This is an optimization exercise on Yosys and OpenROAD, whose aim is small area, a short achievable clock period and few clock cycles per item, not a production implementation. At most, simulation tests tie the RTL to the original design; equivalence was not proved. Power and IR drop assume default switching activity.

==> 09-20: inputs <==
==> flow/design.v <==
module mnp_lzc16 (
  input  logic [15:0] v,
  output logic [3:0]  c
);
  logic [7:0] z2;
  logic [7:0] c2;
  logic [3:0] z4;
  logic [7:0] c4;
  logic [5:0] c8;
  for (genvar i = 0; i < 8; i++) begin : g2
    assign z2[i] = ~(v[2*i+1] | v[2*i]);
    assign c2[i] = ~v[2*i+1];
  end
  for (genvar i = 0; i < 4; i++) begin : g4
    assign z4[i] = z2[2*i+1] & z2[2*i];
    assign c4[2*i+1 -: 2] = z2[2*i+1] ? {1'b1, c2[2*i]} : {1'b0, c2[2*i+1]};
  end
  for (genvar i = 0; i < 2; i++) begin : g8
    assign c8[3*i+2 -: 3] = z4[2*i+1] ? {1'b1, c4[2*(2*i)+1 -: 2]} : {1'b0, c4[2*(2*i+1)+1 -: 2]};
  end
  assign c = (z4[3] & z4[2]) ? {1'b1, c8[2:0]} : {1'b0, c8[5:3]};
endmodule
module mnp_add10 (
  input  logic [9:0] a,
  input  logic [9:0] b,
  input  logic       ci,
  output logic [9:0] y
);
  logic [10:0] g0, p0;
  assign g0 = {a & b, ci};
  assign p0 = {a ^ b, 1'b0};
  logic [4:0][10:0] g, pp;
  assign g[0]  = g0;
  assign pp[0] = p0;
  for (genvar k = 0; k < 4; k++) begin : glev
    for (genvar i = 0; i < 11; i++) begin : gbit
      if (((i >> k) & 1) == 1) begin : gcomb
        localparam int J = ((i >> k) << k) - 1;
        assign g[k+1][i]  = g[k][i] | (pp[k][i] & g[k][J]);
        assign pp[k+1][i] = pp[k][i] & pp[k][J];
      end else begin : gpass
        assign g[k+1][i]  = g[k][i];
        assign pp[k+1][i] = pp[k][i];
      end
    end
  end
  for (genvar i = 0; i < 10; i++) begin : gsum
    assign y[i] = p0[i+1] ^ g[4][i];
  end
endmodule
module mnp_shstage #(
  parameter int K = 1
) (
  input  logic [67:0] x,
  input  logic [3:0]  sh,
  input  logic        m00,
  input  logic        m01,
  input  logic        m10,
  output logic [67:0] y
);
  for (genvar i = 0; i < 68; i++) begin : gb
    localparam int SEG = (i / 17 > 3) ? 3 : i / 17;
    localparam bit OK00 = (i % 17) >= K;
    localparam bit OK01 = (i % 34) >= K;
    localparam bit OK10 = (i < 57) && (i >= K);
    logic take, keep;
    assign take = sh[SEG] & ((m00 & OK00) | (m01 & OK01) | (m10 & OK10));
    assign keep = ~sh[SEG];
    if (i >= K) begin : gsrc
      assign y[i] = (take & x[i-K]) | (keep & x[i]);
    end else begin : gnosrc
      assign y[i] = keep & x[i];
    end
  end
endmodule
module mnp_front (
  input  logic [67:0]      m,
  input  logic [1:0]       p,
  input  logic [39:0]      s,
  output logic [67:0]      xm,
  output logic [3:0][2:0]  sl,
  output logic [39:0]      so,
  output logic [3:0]       lz
);
  logic m00, m01, m10;
  assign m00 = (p == 2'b00);
  assign m01 = (p == 2'b01);
  assign m10 = (p == 2'b10);
  logic [3:0]       t;
  logic [3:0][3:0]  c16;
  logic [3:0]       zs;
  for (genvar j = 0; j < 4; j++) begin : gseg
    assign t[j]  = m[17*j+16];
    mnp_lzc16 u (.v(m[17*j+15 : 17*j]), .c(c16[j]));
    assign zs[j] = ~|m[17*j+16 : 17*j];
  end
  logic       z6;
  logic [3:0] c5;
  always_comb begin
    z6 = ~|m[56:51];
    casez (m[55:51])
      5'b1????: c5 = 4'd0;
      5'b01???: c5 = 4'd1;
      5'b001??: c5 = 4'd2;
      5'b0001?: c5 = 4'd3;
      default:  c5 = 4'd4;
    endcase
  end
  logic [3:0][5:0] kl;
  logic [3:0]      tl;
  logic [3:0][3:0] cl;
  always_comb begin
    for (int j = 0; j < 4; j++) begin
      kl[j] = 6'd0;
      tl[j] = t[j];
      cl[j] = c16[j];
    end
    if (m01) begin
      for (int l = 0; l < 2; l++) begin
        if (zs[2*l+1]) begin
          kl[l] = 6'd17; tl[l] = t[2*l];   cl[l] = c16[2*l];
        end else begin
          kl[l] = 6'd0;  tl[l] = t[2*l+1]; cl[l] = c16[2*l+1];
        end
      end
    end
    if (m10) begin
      if (!z6) begin
        kl[0] = 6'd0;  tl[0] = m[56]; cl[0] = c5;
      end else if (!zs[2]) begin
        kl[0] = 6'd6;  tl[0] = t[2];  cl[0] = c16[2];
      end else if (!zs[1]) begin
        kl[0] = 6'd23; tl[0] = t[1];  cl[0] = c16[1];
      end else begin
        kl[0] = 6'd40; tl[0] = t[0];  cl[0] = c16[0];
      end
    end
  end
  logic [3:0][2:0] nlow;
  always_comb begin
    for (int j = 0; j < 4; j++) begin
      nlow[j] = tl[j] ? kl[j][2:0] : kl[j][2:0] + 3'd1 + cl[j][2:0];
      sl[j]   = m00 ? nlow[j] : m01 ? nlow[j/2] : nlow[0];
    end
  end
  logic [3:0] b5, b4;
  always_comb begin
    logic [1:0] l5, l4;
    logic       t5, t4;
    l5[0] = ~|m[33:2];
    l4[0] = ~|m[33:18] & |m[17:2];
    l5[1] = ~|m[67:36];
    l4[1] = ~|m[67:52] & |m[51:36];
    t5 = ~|m[56:25];
    t4 = t5 ? ~|m[24:9] : ~|m[56:41];
    for (int j = 0; j < 4; j++) begin
      b5[j] = m01 ? l5[j/2] : (m10 & t5);
      b4[j] = m00 ? ~|m[17*j+1 +: 16] : m01 ? l4[j/2] : t4;
    end
  end
  logic [67:0] x0;
  always_comb begin
    case (p)
      2'b00, 2'b01: x0 = m;
      2'b10:        x0 = {11'd0, m[56:0]};
      default:      x0 = '0;
    endcase
  end
  logic [67:0] x1, x2;
  mnp_shstage #(.K(32)) u32 (.x(x0), .sh(b5), .m00(m00), .m01(m01), .m10(m10), .y(x1));
  mnp_shstage #(.K(16)) u16 (.x(x1), .sh(b4), .m00(m00), .m01(m01), .m10(m10), .y(x2));
  logic [3:0] b3;
  always_comb begin
    logic [1:0] l3;
    l3[0] = ~|x2[33:26];
    l3[1] = ~|x2[67:60];
    for (int j = 0; j < 4; j++) begin
      b3[j] = m00 ? ~|x2[17*j+9 +: 8] : m01 ? l3[j/2] : ~|x2[56:49];
    end
  end
  mnp_shstage #(.K(8))  u8  (.x(x2), .sh(b3), .m00(m00), .m01(m01), .m10(m10), .y(xm));
  always_comb begin
    case (p)
      2'b00:   lz = zs;
      2'b01:   lz = {2'b00, zs[3] & zs[2], zs[1] & zs[0]};
      2'b10:   lz = {3'b000, z6 & zs[2] & zs[1] & zs[0]};
      default: lz = 4'b1111;
    endcase
  end
  logic [3:0] act;
  assign act = m00 ? 4'b1111 : m01 ? 4'b0011 : m10 ? 4'b0001 : 4'b0000;
  for (genvar j = 0; j < 4; j++) begin : gsc
    logic [9:0] sk, ddn, sum;
    always_comb begin
      case (kl[j])
        6'd17:   sk = s[10*j +: 10] - 10'd17;
        6'd6:    sk = s[10*j +: 10] - 10'd6;
        6'd23:   sk = s[10*j +: 10] - 10'd23;
        6'd40:   sk = s[10*j +: 10] - 10'd40;
        default: sk = s[10*j +: 10];
      endcase
    end
    assign ddn = tl[j] ? 10'd0 : ~{6'd0, cl[j]};
    mnp_add10 ua (.a(sk), .b(ddn), .ci(1'b1), .y(sum));
    assign so[10*j +: 10] = (act[j] & ~lz[j]) ? sum : 10'd0;
  end
endmodule
module mant_norm_pipe #(
  parameter int unsigned LANE_SCALE_W = 10
) (
  input  logic                        clk,
  input  logic                        rst,
  input  logic                        flush,
  input  logic                        in_valid,
  output logic                        in_ready,
  input  logic [67:0]                 mant_pl,
  input  logic [4*LANE_SCALE_W-1:0]   scale_in,
  input  logic [1:0]                  in_pre,
  output logic                        out_valid,
  input  logic                        out_ready,
  output logic [67:0]                 mant_norm,
  output logic [4*LANE_SCALE_W-1:0]   scale_out,
  output logic [3:0]                  lane_zero,
  output logic [1:0]                  pre_out
);
  logic             r_adv;
  logic [67:0]      xm_d;
  logic [3:0][2:0]  sl_d;
  logic [39:0]      so_d;
  logic [3:0]       zero_d;
  logic [67:0]      r_x;
  logic [3:0][2:0]  r_sc;
  assign r_adv    = !out_valid || out_ready;
  assign in_ready = r_adv;
  mnp_front u_front (.m(mant_pl), .p(in_pre), .s(scale_in), .xm(xm_d), .sl(sl_d), .so(so_d),
                     .lz(zero_d));
  logic m00, m01, m10;
  assign m00 = (pre_out == 2'b00);
  assign m01 = (pre_out == 2'b01);
  assign m10 = (pre_out == 2'b10);
  logic [3:0][67:0] x;
  assign x[0] = r_x;
  for (genvar st = 0; st < 3; st++) begin : gst
    logic [3:0] shb;
    for (genvar j = 0; j < 4; j++) begin : gj
      assign shb[j] = r_sc[j][2-st];
    end
    mnp_shstage #(.K(4 >> st)) u (.x(x[st]), .sh(shb), .m00(m00), .m01(m01), .m10(m10), .y(x[st+1]));
  end
  assign mant_norm = x[3];
  always_ff @(posedge clk or posedge rst) begin
    if (rst) begin
      out_valid <= 1'b0;
    end else if (flush) begin
      out_valid <= 1'b0;
    end else if (r_adv) begin
      out_valid <= in_valid;
    end
  end
  always_ff @(posedge clk) begin
    if (r_adv) begin
      r_x       <= xm_d;
      r_sc      <= sl_d;
      scale_out <= so_d;
      lane_zero <= zero_d;
      pre_out   <= in_pre;
    end
  end
endmodule
==> flow/flow/run.sh <==
#!/bin/bash
# Standard ORFS layout, with plain buffers (instead of delay buffers) on the ports.
set -euo pipefail
bash standard.sh "BUFFER_PORTS_ARGS=-buffer_cell sky130_fd_sc_hd__buf_1" finish > standard.log 2>&1
==> flow/standard.sh <==
#!/bin/bash
# synth_recipe.tcl (not shown) runs the flow's synth.tcl, then flattens the netlist and writes it again
# the make line also repeats each setting of config.mk as NAME=value (left out here)
make -C /OpenROAD-flow-scripts/flow DESIGN_CONFIG=/design/flow/config.mk WORK_HOME=/design/flow/orfs CLKGATE_MAP_FILE= SYNTH_SCRIPT=/design/flow/synth_recipe.tcl "${@:-finish}"
==> flow/config.mk <==
export PLATFORM = sky130hd
export DESIGN_NAME = mant_norm_pipe
export DESIGN_NICKNAME = mant_norm_pipe
export VERILOG_FILES = /design/flow/design.v
export SDC_FILE = /design/flow/constraint.sdc
export NUM_CORES = 4
export LEC_CHECK = 0
export ABC_AREA = 1
export CAP_MARGIN = 20
export CORE_MARGIN = 2
export CORE_UTILIZATION = 40
export SETUP_SLACK_MARGIN = 3.0
export SLEW_MARGIN = 20
==> flow/constraint.sdc <==
create_clock -name core_clock -period 7.0 [get_ports {clk}]
set_input_delay 1.4000 -clock core_clock [delete_from_list [all_inputs] [get_ports {clk}]]
set_output_delay 1.4000 -clock core_clock [all_outputs]
set_load 0.01 [all_outputs]
==> inputs of 11-23, as changes to 09-20 <==
--- a/flow/design.v
+++ b/flow/design.v
@@ -78,7 +78,7 @@
   input  logic [1:0]       p,
   input  logic [39:0]      s,
   output logic [67:0]      xm,
-  output logic [3:0][2:0]  sl,
+  output logic [3:0][5:0]  sc,
   output logic [39:0]      so,
   output logic [3:0]       lz
 );
@@ -89,58 +89,36 @@
   logic [3:0]       t;
   logic [3:0][3:0]  c16;
   logic [3:0]       zs;
+  logic [3:0][4:0]  cs;
   for (genvar j = 0; j < 4; j++) begin : gseg
     assign t[j]  = m[17*j+16];
     mnp_lzc16 u (.v(m[17*j+15 : 17*j]), .c(c16[j]));
     assign zs[j] = ~|m[17*j+16 : 17*j];
+    assign cs[j] = t[j] ? 5'd0 : 5'(c16[j]) + 5'd1;
   end
   logic       z6;
-  logic [3:0] c5;
+  logic [2:0] c6;
   always_comb begin
     z6 = ~|m[56:51];
-    casez (m[55:51])
-      5'b1????: c5 = 4'd0;
-      5'b01???: c5 = 4'd1;
-      5'b001??: c5 = 4'd2;
-      5'b0001?: c5 = 4'd3;
-      default:  c5 = 4'd4;
+    casez (m[56:51])
+      6'b1?????: c6 = 3'd0;
+      6'b01????: c6 = 3'd1;
+      6'b001???: c6 = 3'd2;
+      6'b0001??: c6 = 3'd3;
+      6'b00001?: c6 = 3'd4;
+      default:   c6 = 3'd5;
     endcase
   end
-  logic [3:0][5:0] kl;
-  logic [3:0]      tl;
-  logic [3:0][3:0] cl;
+  logic [5:0] n01_0, n01_1, n10;
+  assign n01_0 = zs[1] ? 6'd17 + 6'(cs[0]) : 6'(cs[1]);
+  assign n01_1 = zs[3] ? 6'd17 + 6'(cs[2]) : 6'(cs[3]);
+  assign n10   = !z6    ? 6'(c6)
+               : !zs[2] ? 6'd6 + 6'(cs[2])
+               : !zs[1] ? 6'd23 + 6'(cs[1])
+               :          6'd40 + 6'(cs[0]);
   always_comb begin
     for (int j = 0; j < 4; j++) begin
-      kl[j] = 6'd0;
-      tl[j] = t[j];
-      cl[j] = c16[j];
-    end
-    if (m01) begin
-      for (int l = 0; l < 2; l++) begin
-        if (zs[2*l+1]) begin
-          kl[l] = 6'd17; tl[l] = t[2*l];   cl[l] = c16[2*l];
-        end else begin
-          kl[l] = 6'd0;  tl[l] = t[2*l+1]; cl[l] = c16[2*l+1];
-        end
-      end
-    end
-    if (m10) begin
-      if (!z6) begin
-        kl[0] = 6'd0;  tl[0] = m[56]; cl[0] = c5;
-      end else if (!zs[2]) begin
-        kl[0] = 6'd6;  tl[0] = t[2];  cl[0] = c16[2];
-      end else if (!zs[1]) begin
-        kl[0] = 6'd23; tl[0] = t[1];  cl[0] = c16[1];
-      end else begin
-        kl[0] = 6'd40; tl[0] = t[0];  cl[0] = c16[0];
-      end
-    end
-  end
-  logic [3:0][2:0] nlow;
-  always_comb begin
-    for (int j = 0; j < 4; j++) begin
-      nlow[j] = tl[j] ? kl[j][2:0] : kl[j][2:0] + 3'd1 + cl[j][2:0];
-      sl[j]   = m00 ? nlow[j] : m01 ? nlow[j/2] : nlow[0];
+      sc[j] = m00 ? 6'(cs[j]) : m01 ? (j < 2 ? n01_0 : n01_1) : n10;
     end
   end
   logic [3:0] b5, b4;
@@ -166,18 +144,12 @@
       default:      x0 = '0;
     endcase
   end
-  logic [67:0] x1, x2;
+  logic [67:0] x1;
   mnp_shstage #(.K(32)) u32 (.x(x0), .sh(b5), .m00(m00), .m01(m01), .m10(m10), .y(x1));
+  logic [67:0] x2;
+  logic [3:0]  b3;
   mnp_shstage #(.K(16)) u16 (.x(x1), .sh(b4), .m00(m00), .m01(m01), .m10(m10), .y(x2));
-  logic [3:0] b3;
-  always_comb begin
-    logic [1:0] l3;
-    l3[0] = ~|x2[33:26];
-    l3[1] = ~|x2[67:60];
-    for (int j = 0; j < 4; j++) begin
-      b3[j] = m00 ? ~|x2[17*j+9 +: 8] : m01 ? l3[j/2] : ~|x2[56:49];
-    end
-  end
+  always_comb for (int j = 0; j < 4; j++) b3[j] = sc[j][3];
   mnp_shstage #(.K(8))  u8  (.x(x2), .sh(b3), .m00(m00), .m01(m01), .m10(m10), .y(xm));
   always_comb begin
     case (p)
@@ -187,21 +159,14 @@
       default: lz = 4'b1111;
     endcase
   end
-  logic [3:0] act;
+  logic [3:0]      act;
+  logic [3:0][5:0] nl;
   assign act = m00 ? 4'b1111 : m01 ? 4'b0011 : m10 ? 4'b0001 : 4'b0000;
+  assign nl  = {sc[3], sc[2], m01 ? sc[2] : sc[1], sc[0]};
   for (genvar j = 0; j < 4; j++) begin : gsc
-    logic [9:0] sk, ddn, sum;
-    always_comb begin
-      case (kl[j])
-        6'd17:   sk = s[10*j +: 10] - 10'd17;
-        6'd6:    sk = s[10*j +: 10] - 10'd6;
-        6'd23:   sk = s[10*j +: 10] - 10'd23;
-        6'd40:   sk = s[10*j +: 10] - 10'd40;
-        default: sk = s[10*j +: 10];
-      endcase
-    end
-    assign ddn = tl[j] ? 10'd0 : ~{6'd0, cl[j]};
-    mnp_add10 ua (.a(sk), .b(ddn), .ci(1'b1), .y(sum));
+    logic [9:0] s1, sum;
+    assign s1 = s[10*j +: 10] + 10'd1;
+    mnp_add10 ua (.a(s1), .b(~{4'b0000, nl[j]}), .ci(1'b1), .y(sum));
     assign so[10*j +: 10] = (act[j] & ~lz[j]) ? sum : 10'd0;
   end
 endmodule
@@ -225,14 +190,14 @@
 );
   logic             r_adv;
   logic [67:0]      xm_d;
-  logic [3:0][2:0]  sl_d;
+  logic [3:0][5:0]  sc_d;
   logic [39:0]      so_d;
   logic [3:0]       zero_d;
   logic [67:0]      r_x;
   logic [3:0][2:0]  r_sc;
   assign r_adv    = !out_valid || out_ready;
   assign in_ready = r_adv;
-  mnp_front u_front (.m(mant_pl), .p(in_pre), .s(scale_in), .xm(xm_d), .sl(sl_d), .so(so_d),
+  mnp_front u_front (.m(mant_pl), .p(in_pre), .s(scale_in), .xm(xm_d), .sc(sc_d), .so(so_d),
                      .lz(zero_d));
   logic m00, m01, m10;
   assign m00 = (pre_out == 2'b00);
@@ -260,7 +225,7 @@
   always_ff @(posedge clk) begin
     if (r_adv) begin
       r_x       <= xm_d;
-      r_sc      <= sl_d;
+      for (int j = 0; j < 4; j++) r_sc[j] <= sc_d[j][2:0];
       scale_out <= so_d;
       lane_zero <= zero_d;
       pre_out   <= in_pre;
Settings changed: SETUP_SLACK_MARGIN 3.0 to unset.
==> inputs of 08-28, as changes to 09-20 <==
--- a/flow/design.v
+++ b/flow/design.v
@@ -78,7 +78,7 @@
   input  logic [1:0]       p,
   input  logic [39:0]      s,
   output logic [67:0]      xm,
-  output logic [3:0][2:0]  sl,
+  output logic [3:0][5:0]  sc,
   output logic [39:0]      so,
   output logic [3:0]       lz
 );
@@ -89,58 +89,36 @@
   logic [3:0]       t;
   logic [3:0][3:0]  c16;
   logic [3:0]       zs;
+  logic [3:0][4:0]  cs;
   for (genvar j = 0; j < 4; j++) begin : gseg
     assign t[j]  = m[17*j+16];
     mnp_lzc16 u (.v(m[17*j+15 : 17*j]), .c(c16[j]));
     assign zs[j] = ~|m[17*j+16 : 17*j];
+    assign cs[j] = t[j] ? 5'd0 : 5'(c16[j]) + 5'd1;
   end
   logic       z6;
-  logic [3:0] c5;
+  logic [2:0] c6;
   always_comb begin
     z6 = ~|m[56:51];
-    casez (m[55:51])
-      5'b1????: c5 = 4'd0;
-      5'b01???: c5 = 4'd1;
-      5'b001??: c5 = 4'd2;
-      5'b0001?: c5 = 4'd3;
-      default:  c5 = 4'd4;
+    casez (m[56:51])
+      6'b1?????: c6 = 3'd0;
+      6'b01????: c6 = 3'd1;
+      6'b001???: c6 = 3'd2;
+      6'b0001??: c6 = 3'd3;
+      6'b00001?: c6 = 3'd4;
+      default:   c6 = 3'd5;
     endcase
   end
-  logic [3:0][5:0] kl;
-  logic [3:0]      tl;
-  logic [3:0][3:0] cl;
+  logic [5:0] n01_0, n01_1, n10;
+  assign n01_0 = zs[1] ? 6'd17 + 6'(cs[0]) : 6'(cs[1]);
+  assign n01_1 = zs[3] ? 6'd17 + 6'(cs[2]) : 6'(cs[3]);
+  assign n10   = !z6    ? 6'(c6)
+               : !zs[2] ? 6'd6 + 6'(cs[2])
+               : !zs[1] ? 6'd23 + 6'(cs[1])
+               :          6'd40 + 6'(cs[0]);
   always_comb begin
     for (int j = 0; j < 4; j++) begin
-      kl[j] = 6'd0;
-      tl[j] = t[j];
-      cl[j] = c16[j];
-    end
-    if (m01) begin
-      for (int l = 0; l < 2; l++) begin
-        if (zs[2*l+1]) begin
-          kl[l] = 6'd17; tl[l] = t[2*l];   cl[l] = c16[2*l];
-        end else begin
-          kl[l] = 6'd0;  tl[l] = t[2*l+1]; cl[l] = c16[2*l+1];
-        end
-      end
-    end
-    if (m10) begin
-      if (!z6) begin
-        kl[0] = 6'd0;  tl[0] = m[56]; cl[0] = c5;
-      end else if (!zs[2]) begin
-        kl[0] = 6'd6;  tl[0] = t[2];  cl[0] = c16[2];
-      end else if (!zs[1]) begin
-        kl[0] = 6'd23; tl[0] = t[1];  cl[0] = c16[1];
-      end else begin
-        kl[0] = 6'd40; tl[0] = t[0];  cl[0] = c16[0];
-      end
-    end
-  end
-  logic [3:0][2:0] nlow;
-  always_comb begin
-    for (int j = 0; j < 4; j++) begin
-      nlow[j] = tl[j] ? kl[j][2:0] : kl[j][2:0] + 3'd1 + cl[j][2:0];
-      sl[j]   = m00 ? nlow[j] : m01 ? nlow[j/2] : nlow[0];
+      sc[j] = m00 ? 6'(cs[j]) : m01 ? (j < 2 ? n01_0 : n01_1) : n10;
     end
   end
   logic [3:0] b5, b4;
@@ -166,18 +144,12 @@
       default:      x0 = '0;
     endcase
   end
-  logic [67:0] x1, x2;
+  logic [67:0] x1;
   mnp_shstage #(.K(32)) u32 (.x(x0), .sh(b5), .m00(m00), .m01(m01), .m10(m10), .y(x1));
+  logic [67:0] x2;
+  logic [3:0]  b3;
   mnp_shstage #(.K(16)) u16 (.x(x1), .sh(b4), .m00(m00), .m01(m01), .m10(m10), .y(x2));
-  logic [3:0] b3;
-  always_comb begin
-    logic [1:0] l3;
-    l3[0] = ~|x2[33:26];
-    l3[1] = ~|x2[67:60];
-    for (int j = 0; j < 4; j++) begin
-      b3[j] = m00 ? ~|x2[17*j+9 +: 8] : m01 ? l3[j/2] : ~|x2[56:49];
-    end
-  end
+  always_comb for (int j = 0; j < 4; j++) b3[j] = sc[j][3];
   mnp_shstage #(.K(8))  u8  (.x(x2), .sh(b3), .m00(m00), .m01(m01), .m10(m10), .y(xm));
   always_comb begin
     case (p)
@@ -187,21 +159,14 @@
       default: lz = 4'b1111;
     endcase
   end
-  logic [3:0] act;
+  logic [3:0]      act;
+  logic [3:0][5:0] nl;
   assign act = m00 ? 4'b1111 : m01 ? 4'b0011 : m10 ? 4'b0001 : 4'b0000;
+  assign nl  = {sc[3], sc[2], m01 ? sc[2] : sc[1], sc[0]};
   for (genvar j = 0; j < 4; j++) begin : gsc
-    logic [9:0] sk, ddn, sum;
-    always_comb begin
-      case (kl[j])
-        6'd17:   sk = s[10*j +: 10] - 10'd17;
-        6'd6:    sk = s[10*j +: 10] - 10'd6;
-        6'd23:   sk = s[10*j +: 10] - 10'd23;
-        6'd40:   sk = s[10*j +: 10] - 10'd40;
-        default: sk = s[10*j +: 10];
-      endcase
-    end
-    assign ddn = tl[j] ? 10'd0 : ~{6'd0, cl[j]};
-    mnp_add10 ua (.a(sk), .b(ddn), .ci(1'b1), .y(sum));
+    logic [9:0] s1, sum;
+    assign s1 = s[10*j +: 10] + 10'd1;
+    mnp_add10 ua (.a(s1), .b(~{4'b0000, nl[j]}), .ci(1'b1), .y(sum));
     assign so[10*j +: 10] = (act[j] & ~lz[j]) ? sum : 10'd0;
   end
 endmodule
@@ -225,14 +190,14 @@
 );
   logic             r_adv;
   logic [67:0]      xm_d;
-  logic [3:0][2:0]  sl_d;
+  logic [3:0][5:0]  sc_d;
   logic [39:0]      so_d;
   logic [3:0]       zero_d;
   logic [67:0]      r_x;
   logic [3:0][2:0]  r_sc;
   assign r_adv    = !out_valid || out_ready;
   assign in_ready = r_adv;
-  mnp_front u_front (.m(mant_pl), .p(in_pre), .s(scale_in), .xm(xm_d), .sl(sl_d), .so(so_d),
+  mnp_front u_front (.m(mant_pl), .p(in_pre), .s(scale_in), .xm(xm_d), .sc(sc_d), .so(so_d),
                      .lz(zero_d));
   logic m00, m01, m10;
   assign m00 = (pre_out == 2'b00);
@@ -260,7 +225,7 @@
   always_ff @(posedge clk) begin
     if (r_adv) begin
       r_x       <= xm_d;
-      r_sc      <= sl_d;
+      for (int j = 0; j < 4; j++) r_sc[j] <= sc_d[j][2:0];
       scale_out <= so_d;
       lane_zero <= zero_d;
       pre_out   <= in_pre;
Settings changed: SETUP_SLACK_MARGIN 3.0 to 3.5.
==> reports/qor.yml <==
run_status:
  run_status: "complete, no violations"
critical_path:
  worst-path-stages: 33
final_layout:
  clock_area_share_pct: 3.99
  final_common_cell: "nand2_1"
global_route:
  met1_usage_pct: 33.9
floorplan:
  die_y_microns: 183
pwr:
  power_density_nw_per_um2: 194
-- figures above: 11-23

==> reports/qor.yml <==
global_route:
  met1_usage_pct: 35.8
pwr:
  internal_power_w: 0.00197
  power_density_nw_per_um2: 180
synthesis:
  synth-xor-area-share_pct: 2.37
floorplan:
  die_y_microns: 186
final_layout:
  n_antenna_cell: 2
  clock_area_share_pct: 3.09
  clockBufferCount: 17
critical_path:
  worst-path-stages: 30
run_status:
  run_status: "complete, no violations"
-- figures above: 09-20

==> reports/qor.yml <==
run_status:
  run_status: "complete, no violations"
final_layout:
  clock_area_share_pct: 2.94
global_route:
  met1_usage_pct: 37.8
critical_path:
  worst-path-stages: 29
pwr:
  power_density_nw_per_um2: 174
-- figures above: 08-28

The RTL of 11-23 and 08-28 was laid out without a check of its function.

## port drivers added, routing unchanged
The results above use ideal ports. As a check the final layouts listed here were re-extracted and re-timed, cells and wires unchanged.
Step 1 sets driving cells, clkbuf_16 on the clock port and buf_2 on the other inputs (assumed; they add their load-dependent delay and slew).
Step 2 times the ports against the registers' clock, not the clock port: input delays grow and output delays shrink by t, the midpoint of the rising clock arrivals with the driver on.
a / b / c = no drivers / after step 1 / after step 2; a / b = the first two.
| run | shift t [ns] | setup slack, ns | slew at the worst register clock pin (ns) |
|---|---|---|---|
| 09-20 | 0.480 | 2.072 / 2.073 / 1.593 | 0.08 / 0.08 |
| 11-23 | 0.486 | 1.427 / 1.446 / 0.959 | 0.07 / 0.07 |
| 08-28 | 0.490 | 2.287 / 2.286 / 1.796 | 0.07 / 0.07 |
After both steps every run listed still meets setup and hold. For 08-28, which loses most, drivers alone change the setup slack by -0.001 ns; drivers and shift together by -0.491 ns.
